Source: an optimization exercise on an open RTL-to-GDS flow (aim: small area, a short achievable clock period and few clock cycles). Production flows keep margins and buffers that such runs may drop. Where RTL was checked, it was by simulation tests only, not by an equivalence proof against the original. The RTL of run 5 was laid out without a check of its function. Power is estimated from default activity; no workload was simulated.

==> flow/design.v, too long to show whole: its modules and the start of the top module <==
// module csc_apb_regs: 50 lines
// module csc_sequencer: 84 lines
// module chroma_upsampler: 71 lines
// module fir_a: 292 lines
// module fir_b: 4 lines
// module rgb_matrix: 67 lines
// module pix_s0: 925 lines
// module pix_s1: 120 lines
// module csc_top: 72 lines
// module csc_chip: 35 lines
module csc_chip (
	input logic CLOCK_50_I,
	input logic resetn,
	input logic psel,
	input logic penable,
	input logic pwrite,
	input logic [7:0] paddr,
	input logic [31:0] pwdata,
	output logic [31:0] prdata,
	output logic pready,
	output logic pslverr,
	output logic mem_en,
	output logic mem_we,
	output logic [17:0] mem_addr,
	output logic [15:0] mem_wdata,
	input logic [15:0] mem_rdata
);
  // ...
==> flow/run.sh <==
#!/bin/bash
# synth_recipe.tcl (not shown) runs the flow's synth.tcl, then flattens the netlist and writes it again
# the make line also repeats each setting of config.mk as NAME=value (left out here)
make -C /OpenROAD-flow-scripts/flow DESIGN_CONFIG=/design/flow/config.mk WORK_HOME=/design/flow/orfs CLKGATE_MAP_FILE= SYNTH_SCRIPT=/design/flow/synth_recipe.tcl finish
==> flow/config.mk <==
export PLATFORM = sky130hd
export DESIGN_NAME = csc_chip
export DESIGN_NICKNAME = csc_chip
export VERILOG_FILES = /design/flow/design.v
export SDC_FILE = /design/flow/constraint.sdc
export NUM_CORES = 4
export LEC_CHECK = 0
export CAP_MARGIN = 20
export CORE_MARGIN = 2
export CORE_UTILIZATION = 40
export SETUP_SLACK_MARGIN = 5
export SLEW_MARGIN = 20
==> flow/constraint.sdc <==
create_clock -name core_clock -period 10.0 [get_ports {CLOCK_50_I}]
set_input_delay 2.0000 -clock core_clock [delete_from_list [all_inputs] [get_ports {CLOCK_50_I}]]
set_output_delay 2.0000 -clock core_clock [all_outputs]
set_load 0.01 [all_outputs]
==> run notes, run 1 <==
clock skew 0.0308 ns; Synth Area in Compound Gates 8.98%; Synth area leaders edfxtp_1 (22%), fa_1 (19%), ha_1 (11%); # clk buffers 51; # H-tree levels 2; Levels on crit path 15; grt ovf 0; crit path DAT 5.29 ns; Max stage delay on crit path 0.84 ns; Fillers 5522; final core occ 45.5%; non-clock buffer total of the final layout 102; 1st-iter DRT viols 971; Worst-Skew Late Latency 0.56 ns; clock sink total 328; cell with the most instances after synthesis inv_1; commonest non-fill, non-tap cells in the layout inv_1 (483), fa_1 (225), ha_1 (217); post-synthesis cell count 2276; global routing met1 resource utilization 24.5%; sequential fraction of total cell area 31.4%; Top Ports 131; CTS Buf Count 38; # DRC 0; final total power 5.36 mW; run status complete, no violations; #FFs+latches synth 328; Via density 5.01; max-slew violation count 0; Tcrit/Tclk final 48.7%; kind of start point of the critical path flip-flop; final instance area 0.0268 sq mm; crit path capture u_csc.u_mat.cg2[5]; R2R cell count 15; Starting Density 40.5%; Post-Place Worst Slack 4.86 ns; die width 248 um; Initial DRT Pass Iterations 6; cts hold-fix bufs 0; max-cap check violation count 0; Hold WS 0.437 ns
Testbench counts, summed over its fixed seeds: cycles 384,224.
==> run 2, diff against run 1 <==
--- a/flow/config.mk
+++ b/flow/config.mk
@@ -8,5 +8,4 @@
 export CAP_MARGIN = 20
 export CORE_MARGIN = 2
 export CORE_UTILIZATION = 40
-export SETUP_SLACK_MARGIN = 5
 export SLEW_MARGIN = 20
==> run notes, run 2 <==
run status complete, no violations (unchanged); Max stage delay on crit path 0.66 ns (was 0.84 ns); unrepaired setup endpoints after global routing false (unchanged); Worst path slowest cell fa_1 (was edfxtp_1); leading area contributor after synthesis edfxtp_1 (unchanged); 1st-iter DRT viols 928 (was 971); prevailing post-synth register cell edfxtp_1 (unchanged); # DRC 0 (unchanged); Ys Warns 4 (unchanged); Hold Path Stages 1 (unchanged); Root Buffer clkbuf_16 (unchanged); PwrDens 201 mW/mm^2 (was 200 mW/mm^2); Starting Density 40.5% (unchanged); Tcrit/Tclk final 52.3% (was 48.7%); core area 0.0590 sq mm (unchanged); worst-path fanout max 7 (was 10); DP HPWL 43.4 mm (unchanged); ys async rst share 5.79% (unchanged); CTS clock-pin slew for the worst setup and hold paths 0.06 ns (about the same); Worst-Skew Late Latency 0.56 ns (about the same); die width 248 um (unchanged); buffer and inverter count on the worst path 4 (unchanged); kind of start point of the critical path flip-flop (unchanged); #FFs+latches synth 328 (unchanged); # setup viols final 0 (unchanged); max-cap check violation count 0 (unchanged); Area Growth Syn to Fin 11.7% (was 12.2%); commonest non-fill, non-tap cell in the layout inv_1 (unchanged); Peak VDD IR 0.000172 V (about the same); row cnt 89 (unchanged); global-route wire length before repair 90.4 mm (was 90.8 mm); Synth top area share 22.1% (unchanged); total negative slack 0 ns (unchanged); clock skew 0.0319 ns (was 0.0308 ns); max-slew violation count 0 (unchanged); family with the most delay on the worst path adder cells (unchanged); post-synthesis cell area 0.0239 sq mm (unchanged); Max-slew headroom 27.3% (was 27.4%); commonest non-fill, non-tap cells in the layout inv_1 (486), fa_1 (225), ha_1 (218) (was inv_1 (483), fa_1 (225), ha_1 (217)); GRT Total Usage 18.3% (was 18.4%); via count 15800 (about the same); min Tclk post-route 5.23 ns (was 4.87 ns); Final nets 2849 (was 2865); Cell Area, Placed 0.0254 sq mm (unchanged); Post-Route WL 55.7 mm (was 56.1 mm); Hold Crit Class reg2reg (unchanged); # H-tree levels 2 (unchanged); Leak 12.4 nW (was 12.5 nW); final core occ 45.2% (was 45.5%); CP Data Required Time 10.42 ns (about the same); Via density 5.02 (was 5.01); WS Path Type reg2reg (unchanged); crit path DAT 5.65 ns (was 5.29 ns); cts hold-fix bufs 0 (unchanged); Bufs on Longest Clock Path 3 (unchanged); Top Registers u_csc.u_ups.wu x56, u_csc.u_ups.wv x56 (unchanged); Post-synth EDFFs 176 (unchanged); Port Buf Inserts 78 (unchanged); die footprint 0.0617 sq mm (unchanged); largest net degree at the start of global routing 49 (unchanged); GPL Wtd Cong 0.944 (unchanged); TritonCTS clock tree built (unchanged); vias in the first global route 16600 (was 16700); cell with the most instances after synthesis inv_1 (unchanged); grt ovf 0 (unchanged); initial antenna violation count 2 (unchanged); layout cells sized above 1 6.57% (was 7.37%); R2R cell count 14 (was 15); Levels on crit path 14 (was 15); Initial DRT Pass Iterations 5 (was 6); post-synthesis cell count 2276 (unchanged); final instance area 0.0267 sq mm (was 0.0268 sq mm); CTS Buf Count 38 (unchanged); placed cells 3077 (unchanged); Top Ports 131 (unchanged); Synth area leaders edfxtp_1 (22%), fa_1 (19%), ha_1 (11%) (unchanged); clock sink total 328 (unchanged); Max Freq 0.191 GHz (was 0.205 GHz); height of the chip 248 um (unchanged); Post-CTS Resized 0 (was 3); Wirelength per Cell 17.7 um (about the same); Seq/Total Area, Yosys 35.2% (unchanged); endpoints failing hold 0 (unchanged); Distinct cells, synth 76 (unchanged); crit path cell chain inv_1 > fa_1 > inv_1 > fa_1 > inv_1 > fa_1 > fa_1 > inv_1 > ha_1 > a31oi_1 > and3_1 > a21oi_1 > a31o_2 > or2_2 (was inv_1 > fa_1 > inv_1 > fa_1 > fa_1 > inv_1 > fa_1 > inv_1 > ha_1 > a21o_1 > a21o_1 > a21oi_1 > a21oi_1 > a31o_2 > or2_2); Post-Place Worst Slack 4.86 ns (unchanged); most frequent cells after synthesis inv_1 (486), fa_1 (225), ha_1 (219) (unchanged); worst slew pin tran 1.09 ns (was 1.08 ns); Post CTS Setup Buffer Count 0 (was 8); Crit. End Element flip-flop (unchanged); Syn Area/Cell 10.5 sq um (unchanged); Non-Filler Instances 3147 (was 3163); final worst slack 4.77 ns (was 5.13 ns); Post-DRT Antenna Nets 0 (unchanged)
==> run 2: cell count changes in the layout (fill, tap and decap cells not counted), sizes merged <==
cell / before / now
buf: 24 / 8
clkinvlp: 3 / 0
inv: 488 / 491
==> run 2: worst paths after layout <==
check | from | end | slack [ns]
max | u_csc.u_mat.yw[13] | u_csc.u_mat.cg2[5] | 4.77
min | u_csc.u_seq.j[4] | u_csc.u_seq.j[0] | 0.44
max reg2reg | u_csc.u_mat.yw[13] | u_csc.u_mat.cg2[5] | 4.77
min reg2reg | u_csc.u_seq.j[4] | u_csc.u_seq.j[0] | 0.44
max in group asynchronous | resetn | u_csc.u_regs.pairs[8] | 7.51
min in group asynchronous | resetn | u_csc.u_seq.mem_en | 1.94
==> run 2: per-layer routing <==
layer | global-route usage, % | vias to the layer above | part of all wire [%]
met5 | 0 | - | 0.023
met4 | 6.52 | 2 | 3.6
met3 | 2.66 | 107 | 4.8
met2 | 30.4 | 380 | 47
met1 | 24.5 | 7812 | 45
li1 | - | 7507 | -
==> run 2: report_power, final <==
group          switching [mW]  internal (mW)  leakage, nW
clock network           0.567          0.851        0.651
logic                    1.21          0.951         8.78
registers               0.134           1.65         2.98
total                    1.91           3.45         12.4
==> run 2: through the flow <==
stage | total power, mW | hold WS [ns]
2_1_floorplan | 3.37 | 0.403
3_3_place_gp | 3.93 | 0.412
3_5_place_dp | 3.98 | 0.426
4_1_cts | 5.43 | 0.440
5_1_grt | 5.81 | 0.456
6_report | 5.36 | 0.437
==> run 2: area by class of cell <==
class,count,area (sq um)
tap,773,967
fill,5530,32300
multi-input combinational,1404,13400
clock inverter,18,205
timing repair buffer,86,841
antenna,1,2.50
clock buffer,51,1090
inverter,486,1820
sequential,328,8420
==> run 2: logic make-up (layout without fill, tap and decap cells) <==
| logic type | Yosys count | after routing | synth area share [%] |
|---|---|---|---|
| buffers and inverters | 563 | 641 | 9.24 |
| AO/OA/AOI/OAI | 336 | 336 | 8.98 |
| XOR/XNOR | 90 | 90 | 3.33 |
| multiplexers | 93 | 93 | 4.48 |
| adder cells (fa/ha/maj) | 444 | 444 | 30.3 |
| AND/OR/NAND/NOR | 420 | 420 | 8.41 |
| other | 2 | 22 | 0.0314 |
| flip-flops | 328 | 328 | 35.2 |
==> run 3, diff against run 2 <==
--- a/flow/config.mk
+++ b/flow/config.mk
@@ -7,5 +7,7 @@
 export LEC_CHECK = 0
 export CAP_MARGIN = 20
 export CORE_MARGIN = 2
-export CORE_UTILIZATION = 40
+export CORE_UTILIZATION = 65
+export PLACE_DENSITY = 0.75
+export SETUP_SLACK_MARGIN = 5
 export SLEW_MARGIN = 20
==> run notes, run 3 <==
CTS clock-pin slew for the worst setup and hold paths 0.06 ns (about the same); CP Data Required Time 10.42 ns (about the same); prevailing post-synth register cell edfxtp_1 (unchanged); final worst slack 5.18 ns (was 4.77 ns); CTS Buf Count 35 (was 38); row cnt 70 (was 89); Global Route met2 Usage 49.2% (was 30.4%); Post-Place Worst Slack 4.82 ns (was 4.86 ns); die width 196 um (was 248 um); Clock Power Share 23.8% (was 26.5%); Port Buf Inserts 78 (unchanged); Via density 5.59 (was 5.02); Peak VDD IR 0.000159 V (was 0.000172 V); post-synthesis cell area 0.0239 sq mm (unchanged); Root Buffer clkbuf_16 (unchanged); die footprint 0.0383 sq mm (was 0.0617 sq mm); # setup viols final 0 (unchanged); Fillers 2644 (was 5530); Distinct cells, synth 76 (unchanged); worst-path fanout max 6 (was 7); max-cap check violation count 0 (unchanged); height of the chip 196 um (was 248 um); Pint 3.33 mW (was 3.45 mW); vias in the first global route 16500 (was 16600); Synth area leaders edfxtp_1 (22%), fa_1 (19%), ha_1 (11%) (unchanged); GPL Wtd Cong 0.966 (was 0.944); Worst-Skew Late Latency 0.56 ns (about the same); post-synthesis cell count 2276 (unchanged); Post-Route WL 54.9 mm (was 55.7 mm); Seq pwr share 33.8% (was 33.3%); Synth top area share 22.1% (unchanged); Final nets 2869 (was 2849); Crit. End Element flip-flop (unchanged); 1st-iter DRT viols 1026 (was 928); Initial DRT Pass Iterations 5 (unchanged); largest net degree at the start of global routing 55 (was 49); kind of start point of the critical path flip-flop (unchanged); Top Registers u_csc.u_ups.wu x56, u_csc.u_ups.wv x56 (unchanged); Hold WS 0.441 ns (was 0.437 ns); layer with the highest usage met2 (unchanged); GRT met3 Usage 5.26% (was 2.66%); core area 0.0364 sq mm (was 0.0590 sq mm); ys async rst share 5.79% (unchanged); cts hold-fix bufs 0 (unchanged); initial antenna violation count 1 (was 2); Tcrit/Tclk final 48.2% (was 52.3%); total negative slack 0 ns (unchanged); cell with the most instances after synthesis inv_1 (unchanged); GRT Total Usage 29.7% (was 18.3%); endpoints failing hold 0 (unchanged); switch share 36.9% (was 35.6%); switching power 1.94 mW (was 1.91 mW); clock sink total 328 (unchanged); commonest non-fill, non-tap cells in the layout inv_1 (482), fa_1 (225), ha_1 (218) (was inv_1 (486), fa_1 (225), ha_1 (218)); via count 16000 (was 15800); # DRC 0 (unchanged); Max Freq 0.208 GHz (was 0.191 GHz); min Tclk post-route 4.82 ns (was 5.23 ns); max-slew violation count 0 (unchanged); Post-DRT Antenna Nets 0 (unchanged); Leak 12.4 nW (about the same); most frequent cells after synthesis inv_1 (486), fa_1 (225), ha_1 (219) (unchanged); Ys Warns 4 (unchanged); unrepaired setup endpoints after global routing false (unchanged); TritonCTS clock tree built (unchanged); Top Ports 131 (unchanged); DP HPWL 41.9 mm (was 43.4 mm); diode count 0 (was 1); leading area contributor after synthesis edfxtp_1 (unchanged); run status complete, no violations (unchanged); Starting Density 65.6% (was 40.5%); commonest non-fill, non-tap cell in the layout inv_1 (unchanged); Post-synth EDFFs 176 (unchanged); Max-slew headroom 30.1% (was 27.3%); Area Growth Syn to Fin 10.1% (was 11.7%); worst slew pin tran 1.05 ns (was 1.09 ns); Syn Area/Cell 10.5 sq um (unchanged); layout cells sized above 1 7.11% (was 6.57%); Hold Crit Class reg2reg (unchanged); # H-tree levels 2 (unchanged); global routing met1 resource utilization 39.7% (was 24.5%); #FFs+latches synth 328 (unchanged); Seq/Total Area, Yosys 35.2% (unchanged); PwrDens 200 mW/mm^2 (was 201 mW/mm^2); WS Path Type reg2reg (unchanged); clock skew 0.0312 ns (was 0.0319 ns); global-route wire length before repair 87.7 mm (was 90.4 mm); grt ovf 0 (unchanged); crit path DAT 5.24 ns (was 5.65 ns); Wirelength per Cell 19.2 um (was 17.7 um); combinational power share 42.4% (was 40.2%); Bufs on Longest Clock Path 3 (unchanged)
==> run 3: cell counts after synthesis <==
No cell type changed its count.
==> run 3: area by class of cell <==
cell class / instances / area (sq um) / share of cell area, %
Inverter: 486 / 1840 / 6.98
Multi-Input combinational cell: 1404 / 13400 / 50.7
Sequential cell: 328 / 8420 / 32.0
Timing Repair Buffer: 109 / 1010 / 3.85
Clock buffer: 47 / 971 / 3.69
Tap cell: 468 / 586 / 2.22
Clock inverter: 17 / 144 / 0.546
==> run 3: logic make-up (layout without fill, tap and decap cells) <==
| kind of cell | after synthesis | count (layout) | share of synthesized area [%] |
|---|---|---|---|
| AND/OR/NAND/NOR | 420 | 420 | 8.41 |
| adder cells (fa/ha/maj) | 444 | 444 | 30.3 |
| XOR/XNOR | 90 | 90 | 3.33 |
| other | 2 | 21 | 0.0314 |
| AO/OA/AOI/OAI | 336 | 336 | 8.98 |
| multiplexers | 93 | 93 | 4.48 |
| buffers and inverters | 563 | 659 | 9.24 |
| flip-flops | 328 | 328 | 35.2 |
==> run 3: metal layers <==
metal	vias to the layer above	routed length [um]
li1	7546	-
met1	7796	23300
met2	509	26200
met3	123	3530
met4	2	1830
met5	-	13
==> run 3: worst paths after layout <==
kind                       cells past startpoint          startpoint                 end  slack (ns)
min in group asynchronous                      1              resetn  u_csc.u_seq.mem_en        1.94
hold / removal                                 0  u_csc.u_ups.wu[28]  u_csc.u_ups.wu[20]        0.44
hold reg to reg                                0  u_csc.u_ups.wu[28]  u_csc.u_ups.wu[20]        0.44
setup / recovery                              14  u_csc.u_mat.yw[10]  u_csc.u_mat.cg2[5]        5.18
max in group asynchronous                      1              resetn   u_csc.u_regs.done        7.50
setup reg to reg                              14  u_csc.u_mat.yw[10]  u_csc.u_mat.cg2[5]        5.18
==> run 3: timing repair <==
| item | 4_1_cts | 5_1_grt |
|---|---|---|
| gates resized for setup | 3 | 2 |
| setup buffers | 8 | 17 |
| setup endpoints to repair | 4 | 5 |
==> run 3: power groups by stage <==
stage | combinational [mW] | sequential, mW | clock (mW)
3_5_place_dp | 2.21 | 1.81 | 0
3_3_place_gp | 2.11 | 1.80 | 0
2_1_floorplan | 1.59 | 1.78 | 0
4_1_cts | 2.24 | 1.78 | 1.27
5_1_grt | 2.56 | 1.80 | 1.32
6_report | 2.24 | 1.78 | 1.25
==> run 3: critical path, cell delays in order (launching register included) <==
cell	delay, ns
edfxtp_1	0.53
clkinvlp_4	0.34
fa_1	0.59
inv_1	0.07
fa_1	0.47
fa_1	0.49
inv_1	0.05
fa_1	0.49
inv_1	0.05
ha_1	0.34
a31oi_2	0.27
and3_1	0.22
a21oi_1	0.17
a31o_2	0.32
or2_2	0.26
==> run 3: stage by stage <==
stage          cell area (sq um)  power [mW]  std cells  util (%)
6_report                   26300        5.27       2859      72.3
5_1_grt                    26300        5.69       2859      72.3
4_1_cts                    26200        5.29       2842      71.9
3_5_place_dp               25000        4.02       2770      68.6
3_3_place_gp               25000        3.91       2770      68.6
2_1_floorplan              24000        3.37       2295         -
==> module csc_sequencer, before the edit <==
module csc_sequencer (
	input logic CLOCK_50_I,
	input logic resetn,
	input logic start,
	input logic [13:0] pairs,
	output logic pair_inc,
	output logic run_end,
	output logic mem_en,
	output logic mem_we,
	output logic [17:0] mem_addr,
	output logic [9:0] ph,  
	output logic edge_first,  
	output logic edge_b38,  
	output logic edge_last  
);
	localparam logic [4:0] J5 = 5'b11111;  
	logic active;
	logic [4:0] j;
	logic [1:0] pro;  
	logic [5:0] wb;  
	logic [15:0] rgb;  
	logic [15:0] addr_q;
	logic c_ok;
	logic [15:0] u_addr, v_addr;
	logic [13:0] y_next;
	assign ph[0] = !j[4] && !j[0];
	assign ph[1] = j[0] && !j[1];
	assign ph[2] = j[1] && !j[2];
	assign ph[3] = j[2] && !j[3];
	assign ph[4] = j[3] && !j[4];
	assign ph[5] = j[4] && j[0];
	assign ph[6] = !j[0] && j[1];
	assign ph[7] = !j[1] && j[2];
	assign ph[8] = !j[2] && j[3];
	assign ph[9] = !j[3] && j[4];
	assign edge_first = (wb == 6'd0);
	assign edge_b38 = (wb == 6'd38);
	assign edge_last = (wb == 6'd39);
	assign c_ok = (pairs < 14'd9595);
	assign u_addr = (pro != 2'd0) ? 16'(csc_pkg::U_BASE + 3) - {14'd0, pro}
		: 16'(csc_pkg::U_BASE + 3) + {3'd0, pairs[13:1]};
	assign v_addr = pro[1] ? 16'(csc_pkg::V_BASE + 1) - {15'd0, pro[0]}
		: 16'(csc_pkg::V_BASE + 2) + {3'd0, pairs[13:1]};
	assign y_next = pairs + 14'd1;  
	assign pair_inc = active && (pro == 2'd0) && (ph[3] || ph[8]);
	assign run_end = active && ph[9] && (pairs == 14'(csc_pkg::PAIRS));
	assign mem_addr = {2'b00, addr_q};
	always_ff @(posedge CLOCK_50_I or negedge resetn) begin
		if (!resetn) begin
			active <= 1'b0;
			mem_en <= 1'b0;
		end else begin
			if (start) active <= 1'b1;
			else if (run_end) active <= 1'b0;
			mem_en <= 1'b0;
			if (active && !run_end) begin
				if (ph[9] || ph[5]) mem_en <= c_ok;
				if (ph[0]) mem_en <= (pro == 2'd0);
				if (ph[4]) mem_en <= !pro[1];
				if (ph[1] || ph[2] || ph[3] || ph[6] || ph[7] || ph[8]) mem_en <= (pro == 2'd0);
			end
		end
	end
	always_ff @(posedge CLOCK_50_I) begin
		j <= {j[3:0], !j[4]};
		if (ph[6]) wb <= edge_last ? 6'd0 : wb + 6'd1;
		if (ph[9] && pro != 2'd0) pro <= pro - 2'd1;
		mem_we <= ph[1] || ph[2] || ph[3] || ph[6] || ph[7] || ph[8];
		if (ph[1] || ph[2] || ph[3] || ph[6] || ph[7] || ph[8]) begin
			addr_q <= rgb;
			rgb <= rgb + 16'd1;
		end
		if (ph[9]) addr_q <= v_addr;
		if (ph[5]) addr_q <= u_addr;
		if (ph[0]) addr_q <= {2'd0, y_next};
		if (ph[4]) addr_q <= pro[0] ? 16'd0 : {2'd0, y_next};
		if (start) begin
			j <= J5;
			pro <= 2'd3;
			wb <= 6'd37;
			rgb <= 16'(csc_pkg::RGB_BASE - 15);  
		end
	end
endmodule
==> module chroma_upsampler, before the edit <==
module chroma_upsampler (
	input logic CLOCK_50_I,
	input logic [15:0] mem_rdata,
	input logic [9:0] ph,
	input logic edge_first,
	input logic edge_b38,
	input logic edge_last,
	output logic [7:0] u_in,  
	output logic [7:0] v_in
);
	logic [6:0][7:0] wu, wv;
	logic [5:0][7:0] w;  
	logic [7:0] t0, t1, t2, t3, t4, t5;
	logic [8:0] p1, p2, p3;  
	logic [9:0] ra, rb, ra_q, rb_q;
	logic rc, rc_q;
	logic [7:0] fo;
	logic [7:0] fir_u;  
	logic odd, chv, shu, shv;
	assign shu = ph[4] || ph[8];
	assign shv = ph[2] || ph[6];
	always_ff @(posedge CLOCK_50_I) begin
		if (shu) begin
			wu[4:0] <= wu[5:1];
			wu[5] <= ph[8] ? mem_rdata[15:8] : wu[6];
		end
		if (ph[8]) wu[6] <= mem_rdata[7:0];
		if (shv) begin
			wv[4:0] <= wv[5:1];
			wv[5] <= ph[2] ? mem_rdata[15:8] : wv[6];
		end
		if (ph[2]) wv[6] <= mem_rdata[7:0];
	end
	assign odd = ph[2] || ph[3];
	assign chv = ph[3] || ph[8];
	assign w = chv ? wv[5:0] : wu[5:0];
	assign t0 = edge_first ? (odd ? w[1] : w[2]) : w[0];
	assign t1 = (edge_first && !odd) ? w[2] : w[1];
	assign t2 = w[2];
	assign t3 = (edge_last && odd) ? w[2] : w[3];
	assign t4 = edge_last ? (odd ? w[2] : w[3]) : w[4];
	assign t5 = edge_last ? (odd ? w[2] : w[3]) : ((edge_b38 && odd) ? w[4] : w[5]);
	always_ff @(posedge CLOCK_50_I) begin
		p1 <= {1'b0, t0} + {1'b0, t5};
		p2 <= {1'b0, t1} + {1'b0, t4};
		p3 <= {1'b0, t2} + {1'b0, t3};
		ra_q <= ra;
		rb_q <= rb;
		rc_q <= rc;
		if (ph[4] || ph[9]) fir_u <= fo;
		if (ph[9]) u_in <= wu[1];
		if (ph[4]) u_in <= wu[2];
		if (ph[0] || ph[5]) u_in <= fir_u;
		if (ph[9] || ph[4]) v_in <= wv[2];
		if (ph[0] || ph[5]) v_in <= fo;
	end
	fir_a u_fa (
		.s1(p1),
		.s2(p2),
		.s3(p3),
		.ra(ra),
		.rb(rb),
		.rc(rc)
	);
	fir_b u_fb (
		.ra(ra_q),
		.rb(rb_q),
		.rc(rc_q),
		.o(fo)
	);
endmodule
==> module rgb_matrix, before the edit <==
module rgb_matrix (
	input logic CLOCK_50_I,
	input logic [15:0] mem_rdata,
	input logic [9:0] ph,
	input logic [7:0] u_in,  
	input logic [7:0] v_in,
	output logic [15:0] mem_wdata
);
	logic [15:0] yw;  
	logic [7:0] y, u, v;
	logic [7:0] y2, u2, v2;
	logic [3:0] cr, cr2;
	logic [5:0] cg, cg2;
	logic [2:0] cb, cb2;
	logic [5:0] mr, mg, mb, mr2, mg2, mb2;
	logic [11:0] hr, hg, hb;
	logic [7:0] ro, go, bo;
	logic [7:0] b0_q;
	assign y = yw[15:8];
	assign u = u_in;
	assign v = v_in;
	pix_s0 u_s0 (
		.y(y),
		.u(u),
		.v(v),
		.cor(cr),
		.mr(mr),
		.cog(cg),
		.mg(mg),
		.cob(cb),
		.mb(mb)
	);
	pix_s1 u_s1 (
		.y(y2),
		.u(u2),
		.v(v2),
		.cir(cr2),
		.mir(mr2),
		.mr(hr),
		.xr(ro),
		.cig(cg2),
		.mig(mg2),
		.mg(hg),
		.xg(go),
		.cib(cb2),
		.mib(mb2),
		.mb(hb),
		.xb(bo)
	);
	always_ff @(posedge CLOCK_50_I) begin
		if (ph[3] || ph[7]) yw <= mem_rdata;
		if (ph[0] || ph[5]) yw[15:8] <= yw[7:0];
		y2 <= y;
		u2 <= u;
		v2 <= v;
		cr2 <= cr;
		cg2 <= cg;
		cb2 <= cb;
		mr2 <= mr;
		mg2 <= mg;
		mb2 <= mb;
		if (ph[1] || ph[6]) b0_q <= bo;
		if (ph[2] || ph[7]) mem_wdata <= {b0_q, ro};
		else if (ph[3] || ph[8]) mem_wdata <= {go, bo};
		else mem_wdata <= {ro, go};
	end
endmodule
==> run 4, diff against run 3 <==
--- a/flow/design.v
+++ b/flow/design.v
@@ -92,9 +92,6 @@
 	assign ph[7] = !j[1] && j[2];
 	assign ph[8] = !j[2] && j[3];
 	assign ph[9] = !j[3] && j[4];
-	assign edge_first = (wb == 6'd0);
-	assign edge_b38 = (wb == 6'd38);
-	assign edge_last = (wb == 6'd39);
 	assign c_ok = (pairs < 14'd9595);
 	assign u_addr = (pro != 2'd0) ? 16'(csc_pkg::U_BASE + 3) - {14'd0, pro}
 		: 16'(csc_pkg::U_BASE + 3) + {3'd0, pairs[13:1]};
@@ -122,7 +119,12 @@
 	end
 	always_ff @(posedge CLOCK_50_I) begin
 		j <= {j[3:0], !j[4]};
-		if (ph[6]) wb <= edge_last ? 6'd0 : wb + 6'd1;
+		if (ph[6]) begin
+			wb <= edge_last ? 6'd0 : wb + 6'd1;
+			edge_first <= edge_last;
+			edge_last <= edge_b38;
+			edge_b38 <= (wb == 6'd37);
+		end
 		if (ph[9] && pro != 2'd0) pro <= pro - 2'd1;
 		mem_we <= ph[1] || ph[2] || ph[3] || ph[6] || ph[7] || ph[8];
 		if (ph[1] || ph[2] || ph[3] || ph[6] || ph[7] || ph[8]) begin
@@ -137,6 +139,9 @@
 			j <= J5;
 			pro <= 2'd3;
 			wb <= 6'd37;
+			edge_first <= 1'b0;
+			edge_last <= 1'b0;
+			edge_b38 <= 1'b0;
 			rgb <= 16'(csc_pkg::RGB_BASE - 15);  
 		end
 	end
@@ -175,8 +180,10 @@
 		end
 		if (ph[2]) wv[6] <= mem_rdata[7:0];
 	end
-	assign odd = ph[2] || ph[3];
-	assign chv = ph[3] || ph[8];
+	always_ff @(posedge CLOCK_50_I) begin
+		odd <= ph[1] || ph[2];
+		chv <= ph[2] || ph[7];
+	end
 	assign w = chv ? wv[5:0] : wu[5:0];
 	assign t0 = edge_first ? (odd ? w[1] : w[2]) : w[0];
 	assign t1 = (edge_first && !odd) ? w[2] : w[1];
@@ -528,6 +535,7 @@
 	logic [11:0] hr, hg, hb;
 	logic [7:0] ro, go, bo;
 	logic [7:0] b0_q;
+	logic sel1, sel2;  
 	assign y = yw[15:8];
 	assign u = u_in;
 	assign v = v_in;
@@ -572,8 +580,10 @@
 		mg2 <= mg;
 		mb2 <= mb;
 		if (ph[1] || ph[6]) b0_q <= bo;
-		if (ph[2] || ph[7]) mem_wdata <= {b0_q, ro};
-		else if (ph[3] || ph[8]) mem_wdata <= {go, bo};
+		sel1 <= ph[1] || ph[6];
+		sel2 <= ph[2] || ph[7];
+		if (sel1) mem_wdata <= {b0_q, ro};
+		else if (sel2) mem_wdata <= {go, bo};
 		else mem_wdata <= {ro, go};
 	end
 endmodule
==> run notes, run 4 <==
prevailing post-synth register cell edfxtp_1 (unchanged); Clock Power Share 28.8% (was 23.8%); Root Buffer clkbuf_16 (unchanged); Tcrit/Tclk final 48.3% (was 48.2%); Initial DRT Pass Iterations 5 (unchanged); PwrDens 179 mW/mm^2 (was 200 mW/mm^2); GPL Wtd Cong 0.969 (was 0.966); layout cells sized above 1 6.98% (was 7.11%); Pint 3.16 mW (was 3.33 mW); total negative slack 0 ns (unchanged); Final nets 2868 (was 2869); switch share 33.4% (was 36.9%); endpoints failing hold 0 (unchanged); Starting Density 65.7% (was 65.6%); Ys Warns 4 (unchanged); kind of start point of the critical path flip-flop (unchanged); Bufs on Longest Clock Path 3 (unchanged); TritonCTS clock tree built (unchanged); Post-DRT Antenna Nets 0 (unchanged); worst-path fanout max 3 (was 6); Crit. End Element flip-flop (unchanged); largest net degree at the start of global routing 49 (was 55); family with the most delay on the worst path adder cells (unchanged); # H-tree levels 2 (unchanged); Wirelength per Cell 18.9 um (was 19.2 um); placed cells 2765 (was 2770); Worst path slowest cell fa_1 (unchanged); run status complete, no violations (unchanged); die width 196 um (about the same); Non-Filler Instances 2859 (unchanged); Peak VDD IR 0.000164 V (was 0.000159 V); initial antenna violation count 0 (was 1); Post-synth EDFFs 176 (unchanged); height of the chip 196 um (about the same); # setup viols final 0 (unchanged); Max stage delay on crit path 0.60 ns (was 0.59 ns); commonest non-fill, non-tap cells in the layout inv_1 (475), fa_1 (225), ha_1 (218) (was inv_1 (482), fa_1 (225), ha_1 (218)); crit path DAT 5.30 ns (was 5.24 ns); Seq pwr share 37.7% (was 33.8%); cell with the most instances after synthesis inv_1 (unchanged); Post-Route WL 54.1 mm (was 54.9 mm); vias in the first global route 16500 (about the same); switching power 1.59 mW (was 1.94 mW); grt ovf 0 (unchanged); core area 0.0364 sq mm (unchanged); row cnt 70 (unchanged); Syn Area/Cell 10.6 sq um (was 10.5 sq um); crit path cell chain clkinvlp_4 > fa_1 > inv_1 > fa_1 > inv_1 > fa_1 > fa_1 > inv_1 > ha_1 > and4_1 > o211ai_1 > o21bai_2 > a31oi_2 > a221o_1 > nor2_1 > xnor2_1 (was clkinvlp_4 > fa_1 > inv_1 > fa_1 > fa_1 > inv_1 > fa_1 > inv_1 > ha_1 > a31oi_2 > and3_1 > a21oi_1 > a31o_2 > or2_2); ys async rst share 5.69% (was 5.79%); WS Path Type reg2reg (unchanged); #FFs+latches synth 334 (was 328); Worst-Skew Late Latency 0.55 ns (was 0.56 ns); GRT Total Usage 29.1% (was 29.7%); Via density 5.66 (was 5.59); post-synthesis cell area 0.0239 sq mm (about the same); die footprint 0.0384 sq mm (was 0.0383 sq mm); Port Buf Inserts 78 (unchanged); Max Freq 0.207 GHz (was 0.208 GHz); Seq/Total Area, Yosys 35.7% (was 35.2%); Top Ports 131 (unchanged); leading area contributor after synthesis edfxtp_1 (unchanged); # DRC 0 (unchanged); unrepaired setup endpoints after global routing false (unchanged); Top Registers u_csc.u_ups.wu x56, u_csc.u_ups.wv x56 (unchanged); clock sink total 334 (was 328); 1st-iter DRT viols 1059 (was 1026); combinational power share 33.4% (was 42.4%); Critical Path Most Common Cell fa_1 (unchanged); worst slew pin tran 1.07 ns (was 1.05 ns); Leak 12.1 nW (was 12.4 nW); global-route wire length before repair 86.7 mm (was 87.7 mm); CP Data Required Time 10.47 ns (was 10.42 ns); max-slew violation count 0 (unchanged); diode count 0 (unchanged); Area Growth Syn to Fin 10.8% (was 10.1%); clock skew 0.0211 ns (was 0.0312 ns); CTS Buf Count 36 (was 35); Synth area leaders edfxtp_1 (22%), fa_1 (19%), dfxtp_1 (12%) (was edfxtp_1 (22%), fa_1 (19%), ha_1 (11%)); via count 16200 (was 16000); post-synthesis cell count 2267 (was 2276); Synth top area share 22.1% (about the same); Hold Crit Class reg2reg (unchanged); Max-slew headroom 28.5% (was 30.1%); buffer and inverter count on the worst path 4 (unchanged); commonest non-fill, non-tap cell in the layout inv_1 (unchanged); min Tclk post-route 4.83 ns (was 4.82 ns); CTS clock-pin slew for the worst setup and hold paths 0.06 ns (about the same); Distinct cells, synth 73 (was 76); DP HPWL 41.1 mm (was 41.9 mm); most frequent cells after synthesis inv_1 (480), fa_1 (225), ha_1 (218) (was inv_1 (486), fa_1 (225), ha_1 (219)); max-cap check violation count 0 (unchanged)
run 4: cell count changes after synthesis, sizes merged, moves of 5 or more:
cell    delta
inv        -5
nor3       +7
xor2       -8
o21a      -16
nand3     -14
mux2i      -9
dfxtp      +6
nand2b    -13
nand2      +9
xnor2      +7
o221ai    +11
run 4: area by class of cell:
class	count	area, sq um
Tap cell	468	586
Clock buffer	51	1010
Inverter	483	1830
Timing Repair Buffer	114	1050
Multi-Input combinational cell	1395	13300
Clock inverter	14	210
Fill cell	2560	9900
Sequential cell	334	8540
run 4: per-layer routing:
metal | wire, um | vias up | GRT usage, % | share of wire, %
met2 | 25200 | 566 | 47.5 | 47
met3 | 3300 | 102 | 4.09 | 6.1
met5 | 0 | - | 0 | 0
li1 | - | 7591 | - | -
met4 | 1690 | 0 | 9.71 | 3.1
met1 | 23900 | 7925 | 40.4 | 44
run 4: worst paths after layout:
check | startpoint | end | slack (ns) | cells past startpoint
worst max-delay path | u_csc.u_mat.yw[9] | u_csc.u_mat.mg2[5] | 5.17 | 16
min in group asynchronous | resetn | u_csc.u_seq.mem_en | 1.41 | 1
worst min register to register | u_csc.u_seq.j[4] | u_csc.u_seq.j[0] | 0.43 | 1
max in group asynchronous | resetn | u_csc.u_regs.pairs[3] | 8.24 | 1
worst max register to register | u_csc.u_mat.yw[9] | u_csc.u_mat.mg2[5] | 5.17 | 16
worst min-delay path | u_csc.u_seq.j[4] | u_csc.u_seq.j[0] | 0.43 | 1
run 4: through the flow:
stage          total power, mW  setup WS [ns]  hold slack [ns]  instance area (sq um)  utilization (%)
2_1_floorplan             2.89           5.56            0.403                  24000                -
6_report                  4.75           5.17            0.430                  26500             72.8
4_1_cts                   4.75           5.03            0.432                  26300             72.3
3_3_place_gp              3.31           4.90            0.411                  25100             68.8
3_5_place_dp              3.37           4.80            0.417                  25100             68.8
5_1_grt                   5.03           4.94            0.451                  26500             72.8
run 4: logic make-up (layout without fill, tap and decap cells):
kind of cell	count (synthesis)	count (layout)	synth area share (%)
AOI/OAI and AO/OA	344	344	9.29
other	2	21	0.0314
muxes	83	83	4.05
buffers and inverters	557	662	9.16
adders and majority gates	443	443	30.2
DFF	334	334	35.7
xor gates and xnor gates	89	89	3.33
and+or+nand+nor	415	415	8.26
run 4: timing repair:
action,CTS,global route
endpoints found under the setup margin,3,6
hold buffers,0,0
buffers inserted,8,21
gates resized for setup,2,6
run 4: power by group through the flow:
stage	Combinational [mW]	Clock, mW	Sequential [mW]
floorplan	1.09	0	1.80
finish	1.59	1.37	1.79
CTS	1.57	1.39	1.79
global route	1.78	1.44	1.81
detailed placement	1.55	0	1.82
global placement	1.49	0	1.82
Testbench counts of run 4, summed over its fixed seeds: cycles 384,224.
==> run 5, diff against run 4 <==
--- a/flow/design.v
+++ b/flow/design.v
@@ -161,8 +161,8 @@
 	logic [5:0][7:0] w;  
 	logic [7:0] t0, t1, t2, t3, t4, t5;
 	logic [8:0] p1, p2, p3;  
-	logic [9:0] ra, rb, ra_q, rb_q;
-	logic rc, rc_q;
+	logic [9:0] ra, rb;
+	logic rc;
 	logic [7:0] fo;
 	logic [7:0] fir_u;  
 	logic odd, chv, shu, shv;
@@ -181,8 +181,8 @@
 		if (ph[2]) wv[6] <= mem_rdata[7:0];
 	end
 	always_ff @(posedge CLOCK_50_I) begin
-		odd <= ph[1] || ph[2];
-		chv <= ph[2] || ph[7];
+		odd <= ph[2] || ph[3];
+		chv <= ph[3] || ph[8];
 	end
 	assign w = chv ? wv[5:0] : wu[5:0];
 	assign t0 = edge_first ? (odd ? w[1] : w[2]) : w[0];
@@ -195,9 +195,6 @@
 		p1 <= {1'b0, t0} + {1'b0, t5};
 		p2 <= {1'b0, t1} + {1'b0, t4};
 		p3 <= {1'b0, t2} + {1'b0, t3};
-		ra_q <= ra;
-		rb_q <= rb;
-		rc_q <= rc;
 		if (ph[4] || ph[9]) fir_u <= fo;
 		if (ph[9]) u_in <= wu[1];
 		if (ph[4]) u_in <= wu[2];
@@ -214,9 +211,9 @@
 		.rc(rc)
 	);
 	fir_b u_fb (
-		.ra(ra_q),
-		.rb(rb_q),
-		.rc(rc_q),
+		.ra(ra),
+		.rb(rb),
+		.rc(rc),
 		.o(fo)
 	);
 endmodule
==> run notes, run 5 <==
Max stage delay on crit path 0.53 ns (was 0.60 ns); cell with the most instances after synthesis inv_1 (unchanged); Distinct cells, synth 86 (was 73); Seq/Total Area, Yosys 35.1% (was 35.7%); Post-Place Worst Slack 4.43 ns (was 4.80 ns); Max-slew headroom 29.8% (was 28.5%); Hold Path Stages 1 (unchanged); Leak 11.8 nW (was 12.1 nW); Crit. End Element flip-flop (unchanged); die width 194 um (was 196 um); Max Freq 0.195 GHz (was 0.207 GHz); kind of start point of the critical path flip-flop (unchanged); Critical Path Most Common Cell fa_1 (unchanged); Peak VDD IR 0.000280 V (was 0.000164 V); commonest non-fill, non-tap cell in the layout inv_1 (unchanged); # DRC 0 (unchanged); R2R Path End u_csc.u_ups.v_in[0] (was u_csc.u_mat.mg2[5]); Ys Warns 4 (unchanged); crit path cell chain ha_4 > fa_1 > fa_1 > fa_1 > inv_1 > fa_1 > inv_2 > ha_4 > a21oi_2 > o21ai_2 > fa_2 > fa_2 > a21o_1 > nand4_1 > nand3_1 > o21a_2 > xnor2_4 > buf_12 > nor2_4 > o21ai_2 (was clkinvlp_4 > fa_1 > inv_1 > fa_1 > inv_1 > fa_1 > fa_1 > inv_1 > ha_1 > and4_1 > o211ai_1 > o21bai_2 > a31oi_2 > a221o_1 > nor2_1 > xnor2_1); area of the multi-input gates 0.0133 sq mm (about the same); grt ovf 0 (unchanged); worst slew pin tran 1.05 ns (was 1.07 ns); worst-path fanout max 8 (was 3); PwrDens 186 mW/mm^2 (was 179 mW/mm^2); CTS Buf Count 34 (was 36); final worst slack 4.87 ns (was 5.17 ns); 1st-iter DRT viols 1192 (was 1059); die footprint 0.0375 sq mm (was 0.0384 sq mm); Post-synth EDFFs 176 (unchanged); Syn Area/Cell 10.7 sq um (was 10.6 sq um); Via density 5.70 (was 5.66); # H-tree levels 2 (unchanged); most frequent cells after synthesis inv_1 (430), fa_1 (225), ha_1 (218) (was inv_1 (480), fa_1 (225), ha_1 (218)); run status complete, no violations (unchanged); GPL Wtd Cong 0.894 (was 0.969); Synth Area in Compound Gates 9.56% (was 9.29%); post-synthesis mux area share 4.03% (was 4.05%); prevailing post-synth register cell edfxtp_1 (unchanged); Root Buffer clkbuf_16 (unchanged); Synth area leaders edfxtp_1 (23%), fa_1 (19%), ha_1 (12%) (was edfxtp_1 (22%), fa_1 (19%), dfxtp_1 (12%)); Port Buf Inserts 78 (unchanged); Worst Setup SP u_csc.u_ups.p1[5] (was u_csc.u_mat.yw[9]); post-synthesis cell area 0.0233 sq mm (was 0.0239 sq mm); layout cells sized above 1 6.91% (was 6.98%); Worst path slowest cell fa_1 (unchanged); crit path DAT 5.43 ns (was 5.30 ns); R2R Setup Slk 4.87 ns (was 5.17 ns); commonest non-fill, non-tap cells in the layout inv_1 (428), fa_1 (223), ha_1 (216) (was inv_1 (475), fa_1 (225), ha_1 (218)); Top Ports 131 (unchanged); Tcrit/Tclk final 51.3% (was 48.3%); via count 15700 (was 16200); unrepaired setup endpoints after global routing true (was false); height of the chip 194 um (was 196 um); TritonCTS clock tree built (unchanged); total negative slack 0 ns (unchanged); global-route wire length before repair 84.1 mm (was 86.7 mm); Bufs on Longest Clock Path 3 (unchanged); #FFs+latches synth 317 (was 334); GRT Total Usage 28.4% (was 29.1%); final instance area 0.0257 sq mm (was 0.0265 sq mm); hold path start u_csc.u_seq.j[4] (unchanged); clock skew 0.0192 ns (was 0.0211 ns); CP Data Required Time 10.30 ns (was 10.47 ns); Post-Route WL 51.8 mm (was 54.1 mm); vias in the first global route 16200 (was 16500); clock sink total 317 (was 334); DP HPWL 40.4 mm (was 41.1 mm); Final nets 2763 (was 2868); Area Growth Syn to Fin 10.2% (was 10.8%); Initial DRT Pass Iterations 5 (unchanged); leading area contributor after synthesis edfxtp_1 (unchanged); Reg area 0.00821 sq mm (was 0.00854 sq mm); Hold Path End u_csc.u_seq.j[0] (unchanged); WS Path Type reg2reg (unchanged); CTS clock-pin slew for the worst setup and hold paths 0.06 ns (about the same); Top Registers u_csc.u_ups.wu x56, u_csc.u_ups.wv x56 (unchanged); min Tclk post-route 5.13 ns (was 4.83 ns); # setup viols final 0 (unchanged); Hold Crit Class reg2reg (unchanged); row cnt 69 (was 70); Synth top area share 22.6% (was 22.1%); R2R cell count 20 (was 16); Cell Area, Placed 0.0244 sq mm (was 0.0251 sq mm); largest family of logic cells by synthesized area adder cells (unchanged); core area 0.0355 sq mm (was 0.0364 sq mm); ys async rst share 5.99% (was 5.69%); initial antenna violation count 0 (unchanged); worst r2r src u_csc.u_ups.p1[5] (was u_csc.u_mat.yw[9]); Wirelength per Cell 18.9 um (about the same); diode count 0 (unchanged); max-cap check violation count 0 (unchanged); Synth Area in Adders 31.0% (was 30.2%); share of synthesized cell area in and, or, nand and nor gates 8.46% (was 8.25%); Fillers 2538 (was 2560); max-slew violation count 0 (unchanged); Worst-Skew Late Latency 0.56 ns (was 0.55 ns); Starting Density 65.8% (was 65.7%); Synth Area in XOR/XNOR 3.15% (was 3.33%); largest net degree at the start of global routing 56 (was 49); Post-DRT Antenna Nets 0 (unchanged); post-synthesis cell count 2192 (was 2267); final total power 4.77 mW (was 4.75 mW); endpoints failing hold 0 (unchanged)
run 5: changes by cell type after synthesis, moves of 7 or more:
cell,delta
o21a_1,+7
dfxtp_1,-17
inv_1,-50
a211oi_1,+7
o31ai_1,-7
nand2_1,-9
o22a_1,+15
o22ai_1,+7
a21oi_1,-10
nor2_1,+11
o21ai_0,-15
o21ai_1,+11
o221ai_1,-9
run 5: worst max-delay path by stage:
stage                     depth (start not counted)                   end  slack (ns)
after detailed placement                         17   u_csc.u_ups.v_in[0]        4.43
after floorplan                                  19  u_csc.u_ups.fir_u[7]        5.02
after global routing                             20   u_csc.u_ups.v_in[4]        4.72
final                                            20   u_csc.u_ups.v_in[0]        4.87
after CTS                                        20   u_csc.u_ups.v_in[6]        4.80
after global placement                           17   u_csc.u_ups.v_in[0]        4.52
run 5: what timing repair did:
item                                    4_1_cts  5_1_grt
setup buffers                                 5        3
pin swaps                                    16        8
hold buffers                                  0        0
gates resized for setup                      28        4
endpoints found under the setup margin       16       17
hold endpoints to repair                      0        0
run 5: cell type report:
cell class,instances,share of cell area (%)
Clock inverter,19,0.671
Clock buffer,43,3.60
Inverter,432,6.30
Tap cell,461,2.24
Sequential cell,317,31.9
Timing Repair Buffer,91,3.51
Multi-Input combinational cell,1383,51.8
run 5: metal layers:
layer  global-route usage (%)  share of wire [%]
met1                     38.1                 43
met2                     47.1                 48
met3                     5.00                6.2
met4                     9.36                3.3
met5                        0                  0
run 5: metrics by stage:
step	hold WS (ns)	util [%]	std cells
3_3_place_gp	0.415	68.8	2676
2_1_floorplan	0.403	-	2211
4_1_cts	0.440	72.4	2743
6_report	0.434	72.5	2746
5_1_grt	0.450	72.5	2746
3_5_place_dp	0.421	68.8	2676
run 5: cell families after synthesis:
| family | count (synthesis) |
|---|---|
| flip-flops | 317 |
| multiplexers | 80 |
| adder cells (fa/ha/maj) | 443 |
| buffers and inverters | 511 |
| other | 2 |
| XOR/XNOR | 84 |
| AO/OA/AOI/OAI | 339 |
| AND/OR/NAND/NOR | 416 |
run 5: worst max-delay path, delay by kind of cell, from the launching register on:
family                   cells  cell delay (ns)
flip-flops                   1             0.34
XOR/XNOR                     1             0.15
buffers and inverters        3             0.26
AO/OA/AOI/OAI                5             0.65
AND/OR/NAND/NOR              3             0.35
adder cells (fa/ha/maj)      8             3.12
run 5: power breakdown:
| part | total [mW] | internal [mW] | switching (mW) |
|---|---|---|---|
| registers | 1.62 | 1.53 | 0.0898 |
| logic | 1.93 | 0.842 | 1.09 |
| clock network | 1.22 | 0.694 | 0.526 |
| total | 4.77 | 3.07 | 1.71 |

[re-timing with driven ports]
In the flow no input, the clock included, has a driving cell. The finished layouts below were timed again as built, in two steps.
Step 1: set_driving_cell puts a clkbuf_16 on CLOCK_50_I and a buf_2 on each other input, an assumption about the parent block.
Step 2 times the ports against the registers' clock, not the clock port: input delays grow and output delays shrink by t, the midpoint of the rising clock arrivals with the driver on.
Slacks: ideal / step 1 / step 2; pairs: ideal / step 1.
run	t (ns)	setup WS [ns]	worst setup path at the end	worst register clock-pin slew, ns
run 1	0.601	5.129 / 5.129 / 5.129	register to register	0.06 / 0.06
run 2	0.604	4.771 / 4.771 / 4.771	register to register	0.06 / 0.06
run 3	0.603	5.183 / 5.183 / 5.183	register to register	0.06 / 0.06
run 4	0.595	5.170 / 5.170 / 5.170	register to register	0.07 / 0.07
run 5	0.602	4.868 / 4.868 / 4.868	register to register	0.06 / 0.06
After both steps setup and hold are still met in every run listed.
